This is an optimization exercise on Yosys and OpenROAD, whose aim is small area, not a production implementation.
Function was checked by simulation only, so behaviour that the tests miss may differ from the original.
The clock port is modelled as an ideal driver; clocking choices that lean on that would not hold on a real chip.
Power and IR drop assume default switching activity.

### flow/flow/run.sh
#!/bin/bash
# The standard layout, with the smallest buffer (buf_1) on every input and output
# port instead of the one buffer_ports picks by default.
set -uo pipefail
export BUFFER_PORTS_ARGS="-buffer_cell sky130_fd_sc_hd__buf_1"
if ! bash standard.sh > standard.log 2>&1; then
  tail -40 standard.log
  exit 1
fi
### flow/config.mk
export PLATFORM = sky130hd
export DESIGN_NAME = stream_cfg_queue
export DESIGN_NICKNAME = stream_cfg_queue
export VERILOG_FILES = /design/flow/design.v
export SDC_FILE = /design/flow/constraint.sdc
export NUM_CORES = 4
export LEC_CHECK = 0
export CAP_MARGIN = 20
export CORE_ASPECT_RATIO = 4
export CORE_MARGIN = 2
export CORE_UTILIZATION = 55
export SETUP_SLACK_MARGIN = 0.1
export SLEW_MARGIN = 20
export SYNTH_HIERARCHICAL = 1
### flow/standard.sh
#!/bin/bash
# synth_recipe.tcl (not shown) runs the flow's synth.tcl, then flattens the netlist and writes it again
# the make line also repeats each setting of config.mk as NAME=value (left out here)
make -C /OpenROAD-flow-scripts/flow DESIGN_CONFIG=/design/flow/config.mk WORK_HOME=/design/flow/orfs CLKGATE_MAP_FILE= SYNTH_SCRIPT=/design/flow/synth_recipe.tcl "${@:-finish}"
### flow/design.v
module stream_cfg_queue #(
    parameter int CFGMEM_SIZE = 4,
    parameter int N_AGE       = 8,
    parameter int NBIT_WORD   = 32,
    parameter int LOG2_N_AGE  = $clog2(N_AGE),
    parameter int NBIT_CNT    = $clog2(CFGMEM_SIZE + 1)
) (
    input  logic                                   clk_i,
    input  logic                                   rst_n_i,
    input  logic                                   flush_i,
    input  logic                                   wr_en_i,
    input  logic [LOG2_N_AGE-1:0]                  wr_age_i,
    input  logic [NBIT_WORD-1:0]                   wr_data_i,
    input  logic                                   commit_i,
    input  logic                                   cfg_next_i,
    output logic [CFGMEM_SIZE*N_AGE*NBIT_WORD-1:0] cfgmem_content_o,
    output logic [NBIT_CNT-1:0]                    count_o,
    output logic                                   empty_o,
    output logic                                   full_o,
    output logic                                   err_overflow_o,
    output logic                                   err_underflow_o
);
    localparam int NSLOT = CFGMEM_SIZE + 1;
    logic [NSLOT-1:0][N_AGE-1:0][NBIT_WORD-1:0] slot_n_q, slot_n_d;
    logic [CFGMEM_SIZE-1:0] cnt_q, cnt_d;
    logic                   err_ovf_q, err_unf_q;
    logic                   stale_q;
    logic                   is_empty, is_full;
    logic                   do_push, do_pop;
    logic [NSLOT-1:0]       at_cnt;     
    logic [NSLOT-1:0]       tgt;        
    logic [NSLOT-1:0]       at_cnt_d;   
    assign is_empty = !cnt_q[0];
    assign is_full  = cnt_q[CFGMEM_SIZE-1];
    assign do_pop   = cfg_next_i && !is_empty;
    assign do_push  = commit_i && (!is_full || cfg_next_i);
    always_comb begin
        if (do_push && !do_pop) begin
            cnt_d = {cnt_q[CFGMEM_SIZE-2:0], 1'b1};
        end else if (do_pop && !do_push) begin
            cnt_d = {1'b0, cnt_q[CFGMEM_SIZE-1:1]};
        end else begin
            cnt_d = cnt_q;
        end
        for (int k = 0; k < NSLOT; k++) begin
            at_cnt[k]   = (k == 0 || cnt_q[(k == 0) ? 0 : k - 1]) && (k == CFGMEM_SIZE || !cnt_q[(k == CFGMEM_SIZE) ? 0 : k]);
            at_cnt_d[k] = (k == 0 || cnt_d[(k == 0) ? 0 : k - 1]) && (k == CFGMEM_SIZE || !cnt_d[(k == CFGMEM_SIZE) ? 0 : k]);
        end
        for (int k = 0; k < NSLOT; k++) begin
            tgt[k] = do_pop ? (k < CFGMEM_SIZE && at_cnt[(k < CFGMEM_SIZE) ? k + 1 : 0]) : at_cnt[k];
        end
    end
    logic [NSLOT-1:0][N_AGE-1:0] sel_h_n, sel_s_n, sel_w;
    logic [CFGMEM_SIZE-1:0]      hide;
    stream_cfg_queue_sel #(
        .NSLOT     (NSLOT),
        .N_AGE     (N_AGE),
        .LOG2_N_AGE(LOG2_N_AGE)
    ) u_sel (
        .flush_i   (flush_i),
        .wr_en_i   (wr_en_i),
        .wr_age_i  (wr_age_i),
        .commit_i  (commit_i),
        .do_pop_i  (do_pop),
        .stale_i   (stale_q),
        .tgt_i     (tgt),
        .at_cnt_d_i(at_cnt_d),
        .cnt_i     (cnt_q),
        .hide_o    (hide),
        .sel_h_n_o (sel_h_n),
        .sel_s_n_o (sel_s_n),
        .sel_w_o   (sel_w)
    );
    for (genvar k = 0; k < NSLOT; k++) begin : g_slot
        for (genvar a = 0; a < N_AGE; a++) begin : g_word
            logic [NBIT_WORD-1:0] keep;
            if (k < NSLOT - 1) begin : g_shift
                assign keep = ~(({NBIT_WORD{sel_h_n[k][a]}} | slot_n_q[k][a]) &
                                ({NBIT_WORD{sel_s_n[k][a]}} | slot_n_q[k+1][a]));
            end else begin : g_top
                assign keep = ~({NBIT_WORD{sel_h_n[k][a]}} | slot_n_q[k][a]);
            end
            assign slot_n_d[k][a] = ~(({NBIT_WORD{sel_w[k][a]}} & wr_data_i) | keep);
        end
    end
    always_ff @(posedge clk_i) begin
        slot_n_q <= slot_n_d;
    end
    always_ff @(posedge clk_i or negedge rst_n_i) begin
        if (!rst_n_i) begin
            cnt_q     <= '0;
            err_ovf_q <= 1'b0;
            err_unf_q <= 1'b0;
            stale_q   <= 1'b1;
        end else begin
            cnt_q     <= flush_i ? '0 : cnt_d;
            err_ovf_q <= !flush_i && (err_ovf_q || (commit_i && is_full && !cfg_next_i));
            err_unf_q <= !flush_i && (err_unf_q || (cfg_next_i && is_empty));
            stale_q   <= 1'b0;
        end
    end
    for (genvar k = 0; k < CFGMEM_SIZE; k++) begin : g_out
        assign cfgmem_content_o[k*N_AGE*NBIT_WORD +: N_AGE*NBIT_WORD] =
            ~(slot_n_q[k] | {(N_AGE*NBIT_WORD){hide[k]}});
    end
    always_comb begin
        count_o = '0;
        for (int k = 0; k < CFGMEM_SIZE; k++) begin
            if (cnt_q[k]) begin
                count_o = NBIT_CNT'(k + 1);
            end
        end
    end
    assign empty_o         = is_empty;
    assign full_o          = is_full;
    assign err_overflow_o  = err_ovf_q;
    assign err_underflow_o = err_unf_q;
endmodule
module stream_cfg_queue_sel #(
    parameter int NSLOT      = 5,
    parameter int N_AGE      = 8,
    parameter int LOG2_N_AGE = 3
) (
    input  logic                        flush_i,
    input  logic                        wr_en_i,
    input  logic [LOG2_N_AGE-1:0]       wr_age_i,
    input  logic                        commit_i,
    input  logic                        do_pop_i,
    input  logic                        stale_i,
    input  logic [NSLOT-1:0]            tgt_i,
    input  logic [NSLOT-1:0]            at_cnt_d_i,
    input  logic [NSLOT-2:0]            cnt_i,
    output logic [NSLOT-2:0]            hide_o,
    output logic [NSLOT-1:0][N_AGE-1:0] sel_h_n_o,
    output logic [NSLOT-1:0][N_AGE-1:0] sel_s_n_o,
    output logic [NSLOT-1:0][N_AGE-1:0] sel_w_o
);
    assign hide_o = ~cnt_i;
    for (genvar k = 0; k < NSLOT; k++) begin : g_slot
        logic clr;
        assign clr = flush_i || (commit_i && at_cnt_d_i[k]);
        for (genvar a = 0; a < N_AGE; a++) begin : g_word
            logic w;
            assign w = !clr && wr_en_i && (wr_age_i == LOG2_N_AGE'(a)) && tgt_i[k];
            assign sel_w_o[k][a] = w;
            if (k == 0) begin : g_bottom
                assign sel_h_n_o[k][a] = clr || w || do_pop_i || stale_i;
            end else begin : g_above
                assign sel_h_n_o[k][a] = clr || w || do_pop_i;
            end
            if (k < NSLOT - 1) begin : g_shift
                assign sel_s_n_o[k][a] = clr || w || !do_pop_i;
            end else begin : g_top
                assign sel_s_n_o[k][a] = 1'b1;
            end
        end
    end
endmodule
### flow/constraint.sdc
create_clock -name core_clock -period 4.0 [get_ports {clk_i}]
set_input_delay 0.8000 -clock core_clock [delete_from_list [all_inputs] [get_ports {clk_i}]]
set_output_delay 0.8000 -clock core_clock [all_outputs]
set_load 0.01 [all_outputs]
==> results.yml, run 1 <==
run_status:
  status: "no timing/DRC/antenna violations"
cts:
  postCtsSetupRepairBufs: 0
  cts_buffers: 89
  cts-resized-gates: 0
  cts.sinks: 1287
  clk_latency_ns: 0.71
  htreeDepth: 3
  path_clk_slew_ns: 0.07
  cts_root_buffer: "clkbuf_16"
  cts_tree: "yes"
  ctsHoldBuffers: 0
  clk_path_buf_depth: 3
timing:
  relSlewSlack_pct: 14.39
  fin_hold_ws_ns: 0.09586
  tightest_slew_ns: 1.279
  max_freq_mhz: 251.3
  slew_viol_final: 0
  fin_crit_sh_pct: 99.49
  fin_ws_ns: 0.02021
  grt_setup_unrepaired: "no"
  setup_viol: 0
  worst_clock_skew_ns: 0.02670
  layout_min_cycle_time_ns: 3.980
  setup_tns_ns: 0
  hold_viol: 0
synthesis:
  yosysWarnings: 7
  syn_avg_cell_area_sq_um: 8.224
  netlist_area_sq_um: 47120
  synth_nets: 5771
  syn_inst: 5730
critical_path:
  crit_type: "register to output port"
  required_ns: 3.20
  crit_arrival_ns: 3.18
  endpoint_kind: "output port"
  startpoint_type: "register"
  crit_fanout: 111
floorplanning:
  start_util_pct: 55.52
  die_area_sq_um: 88620
  io_pins: 1072
  chipWidth_um: 150.4
  die_h_um: 589.4
  core_sq_um: 84880
  row_count: 214
final_layout:
  areaGrowthSynthToFinish_pct: 20.62
  nets: 6501
  layout-drive-gt1-share_pct: 7.884
  final_cells: 7616
  nFillCells: 7322
  final_common_cell: "nor2_1"
  final_cell_mix: "nor2_1, dfxtp_1, a21oi_1, buf_1, o22ai_1"
  final_util_pct: 66.97
  design_area_sq_um: 56840
placement:
  placed_cells: 7445
  preCtsSetupSlack_ns: 0.2444
  dpl_cell_area_sq_um: 53620
  dp_hpwl_um: 162800
  io_buffers: 1071
  gp_congestion: 0.9871
drt:
  ant_nets: 0
  first_pass_iters: 19
  finalWirelength_um: 238000
  via_count: 52618
  drc: 0
  post_drt_wl_per_cell_um: 31.24
  drt_iter0_markers: 6504
  via_per_inst: 6.909
global_routing:
  antenna_found_initial: 7
  grt_max_degree: 117
  grt_use_total_pct: 51.24
  first_global_vias: 50300
  grt_pass1_wl_um: 332200
  grt_overflow: 0
pwr:
  p_leak_nw: 17.91
  pwr_density_cell_nw_per_um2: 437.0
  vdd_drop_max_v: 0.0005896
  p_total_mw: 24.84
hold_path:
  min_path_type: "input port to asynchronous set/reset pin"
job:
  maxCapViolCount: 0
worst paths after layout:
check / from / endpoint / slack (ns) / depth (start not counted)
hold / removal: rst_n_i / cnt_q[3] / 0.1 / 1
setup reg to reg: cnt_q[3] / slot_n_q[89] / 0.48 / 9
setup / recovery: cnt_q[3] / cfgmem_content_o[999] / 0.02 / 3
hold reg to reg: slot_n_q[1271] / slot_n_q[1271] / 0.48 / 2
max in group asynchronous: rst_n_i / err_ovf_q / 3.49 / 1
min in group core_clock: slot_n_q[1271] / slot_n_q[1271] / 0.48 / 2
power breakdown:
group | total (mW) | switching (mW) | internal (mW)
Combinational | 1.83 | 1.46 | 0.363
Clock | 10.1 | 4.89 | 5.21
Sequential | 12.9 | 0.0612 | 12.9
Total | 24.8 | 6.41 | 18.4
layer usage:
metal | GRT usage (%) | routed length, um | vias up
met5 | 0 | 36 | -
met4 | 56.59 | 32270 | 6
met1 | 52.64 | 71630 | 24619
met3 | 14.52 | 30070 | 1416
met2 | 77.72 | 103900 | 4802
li1 | - | - | 21775
worst max-delay path, cell delays in order (launching register included):
cell and delay [ns]:
dfrtp_1 0.82, inv_8 0.47, nor2_1 0.86, buf_1 0.23
sequential cells by signal, summed over array words and instances (netlist names):
register,cells
cnt_q,4
stale_q,1
err_unf_q,1
slot_n_q,1280
err_ovf_q,1
layout make-up:
type                            count  area, sq um  share of cell area [%]
Timing Repair Buffer             1272         6788                   11.94
Antenna cell                        4        10.01                 0.01761
Sequential cell                  1287        25800                   45.39
Inverter                           14        82.58                  0.1453
Clock inverter                     45        568.0                  0.9993
Tap cell                         1080         1351                   2.377
Multi-Input combinational cell   3796        19690                   34.65
Clock buffer                      118         2547                   4.482
==> run 2, diff against run 1 <==
==> flow/flow/run.sh (replaced) <==
#!/bin/bash
# The standard layout, with the smallest buffer (buf_1) on every input and output
# port instead of the one buffer_ports picks by default, and power recovery
# (downsizing gates off the critical paths) after global routing.
set -uo pipefail
export BUFFER_PORTS_ARGS="-buffer_cell sky130_fd_sc_hd__buf_1"
export RECOVER_POWER=100
if ! bash standard.sh > standard.log 2>&1; then
  tail -40 standard.log
  exit 1
fi
==> results.yml, run 2 <==
run_status:
  check.faults: "capacitance limit, slew limit"
  status: "finished with violations"
drt:
  finalWirelength_um: 236800
  first_pass_iters: 8
  drc: 0
  post_drt_wl_per_cell_um: 31.09
  drt_iter0_markers: 6635
  ant_nets: 0
  via_per_inst: 6.870
  via_count: 52327
global_routing:
  grt_overflow: 0
  grt_use_met1_pct: 52.64
  grt_pass1_wl_um: 332200
  grt_use_total_pct: 51.24
  grtUsageMet3_pct: 14.52
  grt_use_met2_pct: 77.72
  first_global_vias: 50300
  grt-busiest-layer: "met2"
  antenna_found_initial: 6
  grt_max_degree: 117
timing:
  tightest_slew_ns: 1.755
  worst_clock_skew_ns: 0.02778
  hold_viol: 0
  max_freq_mhz: 256.4
  relSlewSlack_pct: -17.02
  slew_viol_final: 64
  layout_min_cycle_time_ns: 3.900
  grt_setup_unrepaired: "no"
  setup_tns_ns: 0
  setup_viol: 0
  fin_crit_sh_pct: 97.50
floorplanning:
  die_area_sq_um: 88620
  die_h_um: 589.4
  io_pins: 1072
  chipWidth_um: 150.4
  core_sq_um: 84880
  start_util_pct: 55.52
  row_count: 214
final_layout:
  nets: 6501
  largest_registers: "slot_n_q (1280), cnt_q (4)"
  design_area_sq_um: 56220
  regMostFlops: "slot_n_q"
  largest_reg_flops: 1280
  multi_input_area_sq_um: 19450
  seqCellArea_sq_um: 25800
  areaGrowthSynthToFinish_pct: 19.29
  layout-drive-gt1-share_pct: 7.394
  final_cell_mix: "nor2_1, dfxtp_1, a21oi_1, o22ai_1, buf_1"
  final_common_cell: "nor2_1"
  nFillCells: 7401
critical_path:
  startpoint_type: "register"
  crit_type: "register to output port"
  crit_arrival_ns: 3.10
  endpoint_kind: "output port"
  required_ns: 3.20
  reg2reg_slack_ns: 0.22
  crit_fanout: 111
placement:
  io_buffers: 1071
  gp_congestion: 0.9871
  dpl_cell_area_sq_um: 53620
  dp_hpwl_um: 162800
pwr:
  p_total_mw: 24.75
  intPower_mw: 18.37
  combPwrFrac_pct: 7.0
  power_frac_clock_pct: 40.8
  pwr_density_cell_nw_per_um2: 440.3
  sw_frac_of_total_pct: 25.79
  pwr-share-seq_pct: 52.2
  vdd_drop_max_v: 0.0005920
  p_sw_mw: 6.382
  p_leak_nw: 17.70
hold_path:
  min_path_type: "input port to asynchronous set/reset pin"
cts:
  clk_path_buf_depth: 3
  cts_tree: "yes"
  path_clk_slew_ns: 0.07
  htreeDepth: 3
  clk_latency_ns: 0.71
  cts.sinks: 1287
  cts_buffers: 89
  postCtsSetupRepairBufs: 0
  ctsHoldBuffers: 0
  cts-resized-gates: 0
  cts_root_buffer: "clkbuf_16"
synthesis:
  synth_nets: 5771
  syn_avg_cell_area_sq_um: 8.224
  syn_inst: 5730
  netlist_area_sq_um: 47120
  yosysWarnings: 7
job:
  maxCapViolCount: 3
-- run 2: critical path, cell delays in order, from the launching register on --
cell and delay (ns):
dfrtp_1 0.79, inv_8 0.45, nor2_1 0.84, buf_1 0.23
-- run 2: worst paths after layout --
check | from | endpoint | cells after the start
worst max register to register | cnt_q[3] | slot_n_q[839] | 10
worst min register to register | slot_n_q[1271] | slot_n_q[1271] | 2
worst min-delay path | rst_n_i | cnt_q[3] | 1
max in group asynchronous | rst_n_i | err_ovf_q | 1
worst max-delay path | cnt_q[3] | cfgmem_content_o[999] | 3
min in group core_clock | slot_n_q[1271] | slot_n_q[1271] | 2
-- run 2: stage by stage --
stage	hold slack [ns]	cells	util [%]	worst slack [ns]
floorplan	0.4506	5730	-	0.8903
global placement	0.4588	7445	63.17	0.3305
detailed placement	0.4630	7445	63.17	0.2444
CTS	0.09152	7608	66.84	0.3024
global route	0.1331	7613	66.22	0.07836
finish	0.08288	7617	66.23	0.09996
-- run 2: final cells by class --
type                       instances  area share (%)
inverter                          14          0.1380
clock buffer                     118           4.531
tap                             1080           2.404
timing repair buffer            1272           11.41
antenna                            5         0.02226
sequential                      1287           45.90
clock inverter                    45           1.010
multi-input combinational       3796           34.59
-- run 2: power by group through the flow --
| stage | registers, mW | logic [mW] | clock network (mW) |
|---|---|---|---|
| final | 12.9 | 1.74 | 10.1 |
| after global routing | 12.9 | 1.72 | 10.5 |
| after CTS | 12.9 | 1.70 | 10.1 |
| after detailed placement | 13.2 | 1.70 | 0 |
| after global placement | 13.2 | 1.68 | 0 |
| after floorplan | 13.2 | 0.803 | 0 |
-- run 2: routing by layer --
| layer | wire [um] | part of all wire, % |
|---|---|---|
| met1 | 71810 | 30 |
| met2 | 103700 | 44 |
| met3 | 28780 | 12 |
| met4 | 32430 | 14 |
| met5 | 21 | 0.0089 |
==> run 3, diff against run 2 <==
==> flow/flow/run.sh (replaced) <==
#!/bin/bash
# The standard layout, with two changes in how it is made:
#  - the smallest buffer (buf_1) on every input and output port, instead of the
#    one buffer_ports picks by default;
#  - global placement's repair may not use the largest buffers (nobig.tcl),
#    which it otherwise picks for the long high-fanout nets.
set -uo pipefail
here=$(pwd)
export BUFFER_PORTS_ARGS="-buffer_cell sky130_fd_sc_hd__buf_1"
export PRE_GLOBAL_PLACE_TCL="$here/flow/nobig.tcl"
if ! bash standard.sh > standard.log 2>&1; then
  tail -40 standard.log
  exit 1
fi
==> flow/flow/nobig.tcl (new file) <==
set_dont_use {sky130_fd_sc_hd__buf_12 sky130_fd_sc_hd__buf_16 sky130_fd_sc_hd__buf_8 sky130_fd_sc_hd__bufbuf_16 sky130_fd_sc_hd__bufbuf_8}
--- a/flow/config.mk
+++ b/flow/config.mk
@@ -10,4 +10,6 @@
 export CORE_MARGIN = 2
 export CORE_UTILIZATION = 55
+export CTS_CLUSTER_DIAMETER = 60
+export CTS_CLUSTER_SIZE = 25
 export SETUP_SLACK_MARGIN = 0.1
 export SLEW_MARGIN = 20
==> results.yml, run 3 <==
cts:
  htreeDepth: 2
  postCtsSetupRepairBufs: 0
  cts_buffers: 57
  clk_latency_ns: 0.73
  cts.sinks: 1287
  path_clk_slew_ns: 0.11
  cts_tree: "yes"
  clk_path_buf_depth: 3
  ctsHoldBuffers: 0
  cts_root_buffer: "clkbuf_16"
  cts-resized-gates: 0
timing:
  layout_min_cycle_time_ns: 3.797
  fin_ws_ns: 0.2026
  setup_tns_ns: 0
  setup_viol: 0
  relSlewSlack_pct: 17.09
  worst_clock_skew_ns: 0.04538
  fin_crit_sh_pct: 94.93
  fin_hold_ws_ns: 0.04324
  grt_setup_unrepaired: "no"
  slew_viol_final: 0
  hold_viol: 0
  max_freq_mhz: 263.3
  tightest_slew_ns: 1.244
final_layout:
  nets: 6561
  final_cells: 7610
  layout-drive-gt1-share_pct: 7.876
  final_util_pct: 64.02
  nFillCells: 7617
  final_common_cell: "nor2_1"
  design_area_sq_um: 54340
  regMostFlops: "slot_n_q"
  largest_registers: "slot_n_q (1280), cnt_q (4)"
  largest_reg_flops: 1280
  areaGrowthSynthToFinish_pct: 15.31
  final_cell_mix: "nor2_1, dfxtp_1, a21oi_1, buf_1, o22ai_1"
drt:
  ant_nets: 0
  drt_iter0_markers: 6084
  via_count: 51701
  drc: 0
  via_per_inst: 6.794
  post_drt_wl_per_cell_um: 30.61
  finalWirelength_um: 232900
  first_pass_iters: 10
global_routing:
  grt_use_total_pct: 50.08
  grt_pass1_wl_um: 325100
  grt_overflow: 0
  antenna_found_initial: 6
  first_global_vias: 49466
  grt_max_degree: 113
placement:
  placed_cells: 7539
  gp_congestion: 1.031
  io_buffers: 1071
  dpl_cell_area_sq_um: 52780
  preCtsSetupSlack_ns: 0.06398
  dp_hpwl_um: 164600
critical_path:
  reg2reg_slack_ns: 0.52
  r2r_end: "slot_n_q[967]"
  critPathMaxStageDelay_ns: 0.68
  startpoint_type: "register"
  endpoint: "cfgmem_content_o[766]"
  crit_fanout: 111
  crit_type: "register to output port"
  r2r-start: "cnt_q[3]"
  crit_arrival_ns: 3.00
  required_ns: 3.20
  cp_slowest_cell: "inv_8"
  cp_cell_sequence: "buf_2 -> inv_8 -> buf_4 -> nor2_1 -> buf_1"
  r2r_cells: 11
  endpoint_kind: "output port"
  crit_start: "cnt_q[2]"
synthesis:
  yosysWarnings: 7
  syn_inst: 5730
  syn_avg_cell_area_sq_um: 8.224
  synth_nets: 5771
  netlist_area_sq_um: 47120
job:
  maxCapViolCount: 0
floorplanning:
  start_util_pct: 55.52
  row_count: 214
  chipWidth_um: 150.4
  die_h_um: 589.4
  die_area_sq_um: 88620
  io_pins: 1072
  core_sq_um: 84880
pwr:
  p_leak_nw: 16.92
  p_total_mw: 21.42
  pwr_density_cell_nw_per_um2: 394.2
  vdd_drop_max_v: 0.0004643
hold_path:
  min_path_type: "input port to asynchronous set/reset pin"
run_status:
  status: "no timing/DRC/antenna violations"
[run 3: final cells by class]
class                           count  area, sq um  area share (%)
Sequential cell                  1287        25800           47.48
Clock buffer                       61         1441           2.653
Inverter                           14        82.58          0.1520
Antenna cell                        4        10.01         0.01842
Multi-Input combinational cell   3796        19690           36.24
Clock inverter                      4        57.56          0.1059
Timing Repair Buffer             1364         5902           10.86
Tap cell                         1080         1351           2.487
[run 3: worst min-delay path by stage]
stage                           to           start
floorplan           slot_n_q[1055]  slot_n_q[1055]
global placement    slot_n_q[1157]  slot_n_q[1157]
detailed placement  slot_n_q[1093]  slot_n_q[1093]
CTS                       cnt_q[0]         rst_n_i
global route              cnt_q[0]         rst_n_i
finish                    cnt_q[0]         rst_n_i
[run 3: critical path: cells and delay by family, from the launching register on]
family,cells,cell delay (ns)
buf+inv,4,1.49
simple gates,1,0.18
flops,1,0.47
[run 3: where the power goes]
group | leakage, nW | total (mW) | switching (mW) | internal [mW]
sequential | 10.5 | 12.9 | 0.0575 | 12.9
clock | 0.732 | 6.81 | 4.21 | 2.59
combinational | 5.73 | 1.69 | 1.43 | 0.264
[run 3: per-layer routing]
layer  vias up  global-route usage [%]  part of all wire [%]
met1     24096                   50.65                    30
met3      1287                   13.51                    12
met4         6                   53.85                    13
met2      4500                   78.00                    45
met5         -                       0                 0.018
li1      21812                       -                     -
==> run 4, diff against run 3 <==
--- a/flow/design.v
+++ b/flow/design.v
@@ -51,35 +51,42 @@
         end
     end
-    logic [NSLOT-1:0][N_AGE-1:0] sel_h_n, sel_s_n, sel_w;
-    logic [CFGMEM_SIZE-1:0]      hide;
-    stream_cfg_queue_sel #(
-        .NSLOT     (NSLOT),
-        .N_AGE     (N_AGE),
-        .LOG2_N_AGE(LOG2_N_AGE)
-    ) u_sel (
-        .flush_i   (flush_i),
-        .wr_en_i   (wr_en_i),
-        .wr_age_i  (wr_age_i),
-        .commit_i  (commit_i),
-        .do_pop_i  (do_pop),
-        .stale_i   (stale_q),
-        .tgt_i     (tgt),
-        .at_cnt_d_i(at_cnt_d),
-        .cnt_i     (cnt_q),
-        .hide_o    (hide),
-        .sel_h_n_o (sel_h_n),
-        .sel_s_n_o (sel_s_n),
-        .sel_w_o   (sel_w)
-    );
+    localparam int NSEL  = 2;
+    localparam int SLICE = NBIT_WORD / NSEL;
+    logic [NSEL-1:0][NSLOT-1:0][N_AGE-1:0] sel_h_n, sel_s_n, sel_w;
+    logic [NSEL-1:0][CFGMEM_SIZE-1:0]      hide;
+    for (genvar c = 0; c < NSEL; c++) begin : g_sel
+        stream_cfg_queue_sel #(
+            .NSLOT     (NSLOT),
+            .N_AGE     (N_AGE),
+            .LOG2_N_AGE(LOG2_N_AGE)
+        ) u_sel (
+            .flush_i   (flush_i),
+            .wr_en_i   (wr_en_i),
+            .wr_age_i  (wr_age_i),
+            .commit_i  (commit_i),
+            .do_pop_i  (do_pop),
+            .stale_i   (stale_q),
+            .tgt_i     (tgt),
+            .at_cnt_d_i(at_cnt_d),
+            .cnt_i     (cnt_q),
+            .hide_o    (hide[c]),
+            .sel_h_n_o (sel_h_n[c]),
+            .sel_s_n_o (sel_s_n[c]),
+            .sel_w_o   (sel_w[c])
+        );
+    end
     for (genvar k = 0; k < NSLOT; k++) begin : g_slot
         for (genvar a = 0; a < N_AGE; a++) begin : g_word
-            logic [NBIT_WORD-1:0] keep;
-            if (k < NSLOT - 1) begin : g_shift
-                assign keep = ~(({NBIT_WORD{sel_h_n[k][a]}} | slot_n_q[k][a]) &
-                                ({NBIT_WORD{sel_s_n[k][a]}} | slot_n_q[k+1][a]));
-            end else begin : g_top
-                assign keep = ~({NBIT_WORD{sel_h_n[k][a]}} | slot_n_q[k][a]);
+            for (genvar c = 0; c < NSEL; c++) begin : g_slice
+                logic [SLICE-1:0] keep;
+                if (k < NSLOT - 1) begin : g_shift
+                    assign keep = ~(({SLICE{sel_h_n[c][k][a]}} | slot_n_q[k][a][c*SLICE +: SLICE]) &
+                                    ({SLICE{sel_s_n[c][k][a]}} | slot_n_q[k+1][a][c*SLICE +: SLICE]));
+                end else begin : g_top
+                    assign keep = ~({SLICE{sel_h_n[c][k][a]}} | slot_n_q[k][a][c*SLICE +: SLICE]);
+                end
+                assign slot_n_d[k][a][c*SLICE +: SLICE] =
+                    ~(({SLICE{sel_w[c][k][a]}} & wr_data_i[c*SLICE +: SLICE]) | keep);
             end
-            assign slot_n_d[k][a] = ~(({NBIT_WORD{sel_w[k][a]}} & wr_data_i) | keep);
         end
     end
@@ -101,6 +108,10 @@
     end
     for (genvar k = 0; k < CFGMEM_SIZE; k++) begin : g_out
-        assign cfgmem_content_o[k*N_AGE*NBIT_WORD +: N_AGE*NBIT_WORD] =
-            ~(slot_n_q[k] | {(N_AGE*NBIT_WORD){hide[k]}});
+        for (genvar a = 0; a < N_AGE; a++) begin : g_word
+            for (genvar c = 0; c < NSEL; c++) begin : g_slice
+                assign cfgmem_content_o[(k*N_AGE+a)*NBIT_WORD+c*SLICE +: SLICE] =
+                    ~(slot_n_q[k][a][c*SLICE +: SLICE] | {SLICE{hide[c][k]}});
+            end
+        end
     end
     always_comb begin
==> results.yml, run 4 <==
pwr:
  sw_frac_of_total_pct: 25.92
  power_frac_clock_pct: 31.8
  vdd_drop_max_v: 0.0004020
  intPower_mw: 15.68
  pwr_density_cell_nw_per_um2: 392.5
  combPwrFrac_pct: 7.2
  p_sw_mw: 5.486
  pwr-share-seq_pct: 61.1
  p_leak_nw: 16.97
  p_total_mw: 21.16
critical_path:
  startpoint_type: "register"
  cp_num_buf_inv: 4
  required_ns: 3.20
  cp_slowest_cell: "inv_4"
  r2r_cells: 11
  crit_start: "cnt_q[3]"
  reg2reg_slack_ns: 0.34
  r2r-start: "cnt_q[0]"
  crit_fanout: 64
  crit_family: "buffers and inverters"
  endpoint_kind: "output port"
  cp_cell_sequence: "buf_2 -> inv_4 -> buf_4 -> nor2_1 -> buf_1"
  critPathMaxStageDelay_ns: 0.64
  crit_arrival_ns: 2.94
  crit_type: "register to output port"
  r2r_end: "slot_n_q[886]"
final_layout:
  final_cell_mix: "nor2_1, a21oi_1, dfxtp_1, buf_1, o22ai_1"
  multi_input_area_sq_um: 19520
  largest_registers: "slot_n_q (1280), cnt_q (4)"
  final_common_cell: "nor2_1"
  design_area_sq_um: 53910
  nFillCells: 8278
  nets: 6722
  largest_reg_flops: 1280
  seqCellArea_sq_um: 25800
  areaGrowthSynthToFinish_pct: 10.37
  layout-drive-gt1-share_pct: 6.524
  regMostFlops: "slot_n_q"
synthesis:
  synth_nets: 6090
  netlist_area_sq_um: 48850
  syn_avg_cell_area_sq_um: 8.075
  yosysWarnings: 7
  syn_inst: 6049
global_routing:
  grt_pass1_wl_um: 309300
  antenna_found_initial: 6
  grt_max_degree: 72
  first_global_vias: 48232
  grt_use_total_pct: 43.78
  grt_overflow: 0
cts:
  postCtsSetupRepairBufs: 0
  htreeDepth: 2
  cts_buffers: 57
  ctsHoldBuffers: 0
  path_clk_slew_ns: 0.11
  clk_path_buf_depth: 3
  cts_tree: "yes"
  cts.sinks: 1287
  clk_latency_ns: 0.69
  cts-resized-gates: 0
  cts_root_buffer: "clkbuf_16"
drt:
  drc: 0
  via_count: 51280
  ant_nets: 0
  first_pass_iters: 8
  post_drt_wl_per_cell_um: 27.47
  drt_iter0_markers: 5731
  finalWirelength_um: 213800
  via_per_inst: 6.587
placement:
  preCtsSetupSlack_ns: -0.02598
  dp_hpwl_um: 154500
  io_buffers: 1071
  dpl_cell_area_sq_um: 52410
  gp_congestion: 1.000
timing:
  tightest_slew_ns: 1.241
  max_freq_mhz: 267.3
  hold_viol: 0
  setup_tns_ns: 0
  slew_viol_final: 0
  fin_ws_ns: 0.2588
  fin_crit_sh_pct: 93.53
  worst_clock_skew_ns: 0.02538
  setup_viol: 0
  layout_min_cycle_time_ns: 3.741
  fin_hold_ws_ns: 0.01606
  relSlewSlack_pct: 17.27
  grt_setup_unrepaired: "no"
floorplanning:
  chipWidth_um: 153.0
  core_sq_um: 88100
  die_h_um: 600.0
  row_count: 218
  die_area_sq_um: 91810
  io_pins: 1072
  start_util_pct: 55.44
job:
  maxCapViolCount: 0
run_status:
  status: "no timing/DRC/antenna violations"
hold_path:
  min_path_type: "input port to asynchronous set/reset pin"
==> run 4: worst max path at each step <==
stage          slack (ns)  cells past startpoint                    end
3_3_place_gp         0.08                     13          slot_n_q[950]
5_1_grt              0.14                     11          slot_n_q[946]
4_1_cts              0.30                      5  cfgmem_content_o[915]
3_5_place_dp        -0.03                     13          slot_n_q[886]
2_1_floorplan        0.91                     12          slot_n_q[838]
6_report             0.26                      5  cfgmem_content_o[921]
==> run 4: layout make-up <==
| cell class | instances | area share, % |
|---|---|---|
| Sequential cell | 1287 | 47.86 |
| Clock inverter | 1 | 0.03017 |
| Antenna cell | 2 | 0.009284 |
| Multi-Input combinational cell | 3944 | 36.20 |
| Inverter | 23 | 0.1973 |
| Clock buffer | 60 | 2.667 |
| Timing Repair Buffer | 1368 | 10.49 |
| Tap cell | 1100 | 2.553 |
==> run 4: worst register-to-register path, delay by kind of cell, from the launching register on <==
| family | cells | cell delay, ns |
|---|---|---|
| flops | 1 | 0.71 |
| buf+inv | 2 | 0.43 |
| simple gates | 3 | 1.37 |
| compound gates | 6 | 0.97 |
==> run 4: metrics by stage <==
step / cells / utilization [%]
after floorplan: 6049 / -
after global placement: 7721 / 59.48
after detailed placement: 7721 / 59.49
after CTS: 7782 / 61.14
after global routing: 7784 / 61.19
final: 7785 / 61.19
==> run 4: routing by layer <==
metal	GRT usage, %	wire, um	up-vias	part of all wire [%]
met2	72.31	99400	3873	46
li1	-	-	22437	-
met1	50.46	73560	24124	34
met3	9.116	23210	838	11
met5	0	54	-	0.025
met4	30.42	17610	8	8.2
==> run 4: power by group through the flow <==
stage	sequential, mW	combinational [mW]	clock [mW]
floorplan	13.2	0.896	0
global placement	13.2	1.42	0
detailed placement	13.2	1.44	0
CTS	12.9	1.45	6.72
global route	12.9	1.55	7.12
finish	12.9	1.51	6.72
==> run 5, diff against run 4 <==
==> flow/flow/run.sh (replaced) <==
#!/bin/bash
# The standard layout, with two changes in how it is made:
#  - the smallest buffer (buf_1) on every input and output port, instead of the
#    one buffer_ports picks by default;
#  - repair in global placement, CTS and global routing may not use the largest
#    buffers (nobig.tcl), which it otherwise picks for the long high-fanout nets.
set -uo pipefail
here=$(pwd)
export BUFFER_PORTS_ARGS="-buffer_cell sky130_fd_sc_hd__buf_1"
export PRE_GLOBAL_PLACE_TCL="$here/flow/nobig.tcl"
export PRE_CTS_TCL="$here/flow/nobig.tcl"
export PRE_GLOBAL_ROUTE_TCL="$here/flow/nobig.tcl"
if ! bash standard.sh > standard.log 2>&1; then
  tail -40 standard.log
  exit 1
fi
--- a/flow/config.mk
+++ b/flow/config.mk
@@ -9,5 +9,5 @@
 export CORE_ASPECT_RATIO = 4
 export CORE_MARGIN = 2
-export CORE_UTILIZATION = 55
+export CORE_UTILIZATION = 58
 export CTS_CLUSTER_DIAMETER = 60
 export CTS_CLUSTER_SIZE = 25
==> results.yml, run 5 <==
floorplanning:
  die_h_um: 584.4
  start_util_pct: 58.37
  row_count: 213
  core_sq_um: 83680
  die_area_sq_um: 87140
  chipWidth_um: 149.1
  io_pins: 1072
synthesis:
  syn_avg_cell_area_sq_um: 8.075
  yosysWarnings: 7
  synth_nets: 6090
  netlist_area_sq_um: 48850
  syn_inst: 6049
timing:
  layout_min_cycle_time_ns: 3.744
  grt_setup_unrepaired: "no"
  setup_tns_ns: 0
  setup_viol: 0
  slew_viol_final: 0
  hold_viol: 0
  relSlewSlack_pct: 17.10
  max_freq_mhz: 267.1
  fin_crit_sh_pct: 93.60
  tightest_slew_ns: 1.243
  worst_clock_skew_ns: 0.02358
final_layout:
  final_common_cell: "nor2_1"
  areaGrowthSynthToFinish_pct: 10.69
  design_area_sq_um: 54070
  final_cell_mix: "nor2_1, a21oi_1, dfxtp_1, buf_1, o22ai_1"
  nFillCells: 7664
  final_cells: 7797
  largest_reg_flops: 1280
  largest_registers: "slot_n_q (1280), cnt_q (4)"
  regMostFlops: "slot_n_q"
  seqCellArea_sq_um: 25800
  layout-drive-gt1-share_pct: 6.937
  nets: 6757
  multi_input_area_sq_um: 19500
job:
  maxCapViolCount: 0
pwr:
  p_leak_nw: 17.09
  vdd_drop_max_v: 0.0004999
  p_total_mw: 21.08
  pwr_density_cell_nw_per_um2: 389.9
drt:
  via_count: 51197
  post_drt_wl_per_cell_um: 26.92
  first_pass_iters: 6
  drc: 0
  drt_iter0_markers: 6549
  finalWirelength_um: 209900
  ant_nets: 0
  via_per_inst: 6.566
placement:
  dp_hpwl_um: 148200
  placed_cells: 7731
  io_buffers: 1071
  dpl_cell_area_sq_um: 52590
  gp_congestion: 1.028
critical_path:
  cp_cell_sequence: "nor2b_1 -> o21ai_1 -> and3_1 -> a311oi_2 -> buf_2 -> a21boi_0 -> nand2_1 -> o21ai_0 -> buf_4 -> o22ai_1 -> a21oi_1"
  cp_num_buf_inv: 2
  crit_type: "register to register"
  required_ns: 4.60
  startpoint_type: "register"
  crit_fanout: 16
  crit_arrival_ns: 4.35
  critPathMaxStageDelay_ns: 0.79
  endpoint_kind: "register"
  crit_family: "compound AO/OA/AOI/OAI gates"
  cp_slowest_cell: "a21boi_0"
hold_path:
  min_path_type: "register to register"
cts:
  path_clk_slew_ns: 0.11
  clk_latency_ns: 0.69
  cts.sinks: 1287
  cts_tree: "yes"
  cts_buffers: 57
global_routing:
  grt_overflow: 0
  grt_pass1_wl_um: 300100
  grt_use_total_pct: 45.75
  grt_max_degree: 76
  antenna_found_initial: 5
  first_global_vias: 44815
run_status:
  status: "no timing/DRC/antenna violations"
-- run 5: path summary, 6_finish.rpt --
| kind | end | slack (ns) | startpoint | depth (start not counted) |
|---|---|---|---|---|
| worst min register to register | slot_n_q[1145] | 0.48 | slot_n_q[1145] | 2 |
| min in group asynchronous | cnt_q[3] | 0.56 | rst_n_i | 2 |
| max in group asynchronous | stale_q | 3.10 | rst_n_i | 2 |
| worst max-delay path | slot_n_q[625] | 0.26 | cnt_q[3] | 11 |
| worst min-delay path | slot_n_q[1145] | 0.48 | slot_n_q[1145] | 2 |
| worst max register to register | slot_n_q[625] | 0.26 | cnt_q[3] | 11 |
-- run 5: report_power, final --
part | switching (mW) | total, mW | internal (mW)
sequential | 0.0605 | 12.9 | 12.9
clock | 4.09 | 6.66 | 2.57
combinational | 1.25 | 1.49 | 0.248
-- run 5: per-layer routing --
metal | vias up | track usage (%) | part of all wire (%)
li1 | 22507 | - | -
met1 | 23961 | 62.17 | 37
met2 | 4151 | 65.64 | 42
met3 | 572 | 10.43 | 14
met4 | 6 | 28.18 | 7.5
met5 | - | 0 | 0.017
-- run 5: what timing repair did --
action,CTS,global route
setup buffers,0,0
endpoints found under the hold margin,3,0
hold buffers,1,0
gates resized for setup,0,0
-- run 5: tightest hold or removal path, delay by kind of cell, from the launching register on --
kind | cells | cell delay (ns)
simple gates | 1 | 0.08
compound gates | 1 | 0.04
flops | 1 | 0.32
-- run 5: layout make-up --
class | instances | share of cell area (%)
sequential | 1287 | 47.72
multi-input combinational | 3944 | 36.06
timing repair buffer | 1403 | 10.83
clock buffer | 60 | 2.659
tap | 1075 | 2.488
inverter | 23 | 0.1967
clock inverter | 1 | 0.03008
antenna | 4 | 0.01851
-- run 5: metrics by stage --
stage / util [%] / setup WS (ns) / hold slack (ns)
floorplan: - / 0.9066 / 0.4508
global placement: 62.81 / -0.04747 / 0.4585
detailed placement: 62.85 / -0.2226 / 0.4629
CTS: 64.60 / 0.3232 / 0.4774
global route: 64.60 / 0.1155 / 0.4790
finish: 64.61 / 0.2561 / 0.4769
==> run 6, diff against run 5 <==
==> flow/flow/run.sh (replaced) <==
#!/bin/bash
# The standard layout, with three changes in how it is made:
#  - the smallest buffer (buf_1) on every input and output port, instead of the
#    one buffer_ports picks by default;
#  - global placement's repair may not use the largest buffers (nobig.tcl),
#    which it otherwise picks for the long high-fanout nets;
#  - pins may sit one routing track apart (the default is two), so that the
#    1072 ports fit on the edge of a compact die.
set -uo pipefail
here=$(pwd)
export BUFFER_PORTS_ARGS="-buffer_cell sky130_fd_sc_hd__buf_1"
export PRE_GLOBAL_PLACE_TCL="$here/flow/nobig.tcl"
export PLACE_PINS_ARGS="-min_distance 1 -min_distance_in_tracks"
if ! bash standard.sh > standard.log 2>&1; then
  tail -40 standard.log
  exit 1
fi
--- a/flow/config.mk
+++ b/flow/config.mk
@@ -7,7 +7,6 @@
 export LEC_CHECK = 0
 export CAP_MARGIN = 20
-export CORE_ASPECT_RATIO = 4
 export CORE_MARGIN = 2
-export CORE_UTILIZATION = 58
+export CORE_UTILIZATION = 65
 export CTS_CLUSTER_DIAMETER = 60
 export CTS_CLUSTER_SIZE = 25
==> results.yml, run 6 <==
drt:
  drc: 0
  via_per_inst: 6.893
  first_pass_iters: 9
  post_drt_wl_per_cell_um: 26.45
  drt_iter0_markers: 9356
  via_count: 53096
  ant_nets: 0
  finalWirelength_um: 203700
pwr:
  power_frac_clock_pct: 37.5
  p_total_mw: 23.03
  vdd_drop_max_v: 0.0004436
  intPower_mw: 17.06
  p_leak_nw: 17.39
  pwr_density_cell_nw_per_um2: 420.8
  sw_frac_of_total_pct: 25.93
  p_sw_mw: 5.970
  combPwrFrac_pct: 6.4
  pwr-share-seq_pct: 56.1
synthesis:
  syn_avg_cell_area_sq_um: 8.075
  syn_inst: 6049
  yosysWarnings: 7
  netlist_area_sq_um: 48850
  synth_nets: 6090
global_routing:
  grt_pass1_wl_um: 293300
  grt_overflow: 0
  first_global_vias: 46286
  grt_use_total_pct: 49.41
  antenna_found_initial: 12
  grt_max_degree: 69
critical_path:
  cp_slowest_cell: "a311oi_2"
  cp_cell_sequence: "nor2b_1 -> a221o_1 -> a311oi_2 -> a21boi_0 -> nand2_1 -> buf_2 -> o21ai_1 -> buf_2 -> o22ai_1 -> a21oi_1"
  crit_arrival_ns: 4.25
  critPathMaxStageDelay_ns: 0.69
  startpoint_type: "register"
  crit_top_cell: "buf_2"
  required_ns: 4.50
  endpoint_kind: "register"
  crit_type: "register to register"
  crit_fanout: 16
  reg2reg_slack_ns: 0.26
timing:
  slew_viol_final: 0
  worst_clock_skew_ns: 0.02404
  setup_viol: 0
  max_freq_mhz: 267.0
  setup_tns_ns: 0
  layout_min_cycle_time_ns: 3.745
  grt_setup_unrepaired: "no"
  fin_crit_sh_pct: 93.62
  hold_viol: 0
  tightest_slew_ns: 1.215
  fin_hold_ws_ns: 0.04234
  relSlewSlack_pct: 19.03
cts:
  htreeDepth: 3
  path_clk_slew_ns: 0.10
  cts_buffers: 73
  cts_root_buffer: "clkbuf_16"
  clk_path_buf_depth: 3
  cts.sinks: 1287
  cts_tree: "yes"
  clk_latency_ns: 0.66
floorplanning:
  io_pins: 1072
  start_util_pct: 65.61
  die_h_um: 278.1
  chipWidth_um: 278.1
  row_count: 100
  die_area_sq_um: 77360
  core_sq_um: 74450
final_layout:
  largest_registers: "slot_n_q (1280), cnt_q (4)"
  regMostFlops: "slot_n_q"
  final_common_cell: "nor2_1"
  layout-drive-gt1-share_pct: 7.247
  final_cell_mix: "nor2_1, a21oi_1, dfxtp_1, buf_1, o22ai_1"
  nets: 6713
  nFillCells: 5973
  largest_reg_flops: 1280
  areaGrowthSynthToFinish_pct: 12.02
hold_path:
  min_path_type: "input port to asynchronous set/reset pin"
run_status:
  status: "no timing/DRC/antenna violations"
placement:
  gp_congestion: 1.076
  io_buffers: 1071
  dp_hpwl_um: 136800
job:
  maxCapViolCount: 0
[run 6: power by group through the flow]
| stage | registers (mW) | logic, mW | clock network (mW) |
|---|---|---|---|
| after floorplan | 13.2 | 0.896 | 0 |
| after global placement | 13.2 | 1.35 | 0 |
| after detailed placement | 13.2 | 1.37 | 0 |
| after CTS | 12.9 | 1.37 | 8.55 |
| after global routing | 12.9 | 1.51 | 9.00 |
| final | 12.9 | 1.48 | 8.63 |
[run 6: worst paths after layout]
path	start	cells past startpoint	endpoint
max	cnt_q[2]	10	slot_n_q[662]
min	rst_n_i	1	err_ovf_q
max reg2reg	cnt_q[2]	10	slot_n_q[662]
min reg2reg	slot_n_q[1073]	2	slot_n_q[1073]
max in group asynchronous	rst_n_i	1	stale_q
min in group core_clock	slot_n_q[1073]	2	slot_n_q[1073]
[run 6: through the flow]
step	area, sq um	instances	utilization, %	worst slack, ns
final	54720	7703	73.50	0.2553
after global routing	54700	7696	73.48	0.1490
after CTS	54600	7689	73.35	0.3480
after detailed placement	52130	7566	70.02	0.08143
after global placement	52090	7564	69.97	0.1691
after floorplan	48850	6049	-	0.9066
[run 6: cell type report]
class,instances,area (sq um),share of cell area [%]
Tap cell,969,1212,2.216
Multi-Input combinational cell,3944,19570,35.76
Clock inverter,39,484.2,0.8849
Antenna cell,14,35.03,0.06403
Clock buffer,84,1993,3.643
Timing Repair Buffer,1343,5518,10.08
Sequential cell,1287,25800,47.15
Inverter,23,106.4,0.1944
[run 6: timing repair]
| item | 4_1_cts | 5_1_grt |
|---|---|---|
| setup endpoints to repair | 0 | 5 |
| gates resized for setup | 0 | 1 |
| hold buffers | 0 | 0 |
| setup buffers | 0 | 0 |
[run 6: worst max-delay path: cells and delay by family (launching register included)]
family | cells | cell delay (ns)
compound gates | 6 | 1.77
flops | 1 | 0.58
buf+inv | 2 | 0.54
simple gates | 2 | 0.71
[run 6: per-layer routing]
layer,routed length [um],global-route usage (%),part of all wire (%)
met1,74470,66.15,37
met2,78660,65.12,39
met3,35810,21.44,18
met4,14550,29.58,7.1
met5,235,2.001,0.12

## re-timing with driven ports
How much do the figures lean on ideal ports? The routed layouts below were timed once more, with nothing changed but the port constraints. Step 1 assumes that a clkbuf_16 drives the clock port and a buf_2 every other input. Step 2 also shifts input and output timing later by t, the mid clock arrival at the registers, as if the neighbouring blocks saw the same clock. a / b / c = ideal / step 1 / step 2; a / b = the first two.
| run | t (ns) | slack for setup (ns) | hold slack, ns | latest minus earliest clock arrival (ns) | slew at the worst register clock pin (ns) |
|---|---|---|---|---|---|
| run 1 | 0.774 | 0.020 / -0.062 / -0.061 | 0.096 / 0.041 / 0.477 | 0.033 / 0.033 | 0.09 / 0.09 |
| run 2 | 0.776 | 0.100 / 0.019 / -0.321 | 0.083 / 0.028 / 0.475 | 0.031 / 0.031 | 0.09 / 0.09 |
| run 3 | 0.788 | 0.203 / 0.124 / -0.097 | 0.043 / -0.012 / 0.478 | 0.047 / 0.047 | 0.11 / 0.11 |
| run 4 | 0.774 | 0.259 / 0.170 / -0.258 | 0.016 / 0.029 / 0.479 | 0.035 / 0.035 | 0.11 / 0.11 |
| run 5 | 0.760 | 0.256 / 0.256 / -0.346 | 0.477 / 0.477 / 0.477 | 0.024 / 0.024 | 0.11 / 0.11 |
| run 6 | 0.718 | 0.255 / 0.255 / -0.254 | 0.042 / 0.093 / 0.477 | 0.029 / 0.029 | 0.10 / 0.10 |
The setup slack of run 5, which loses most, moves by 0.000 ns with the drivers and by -0.602 ns with both steps.
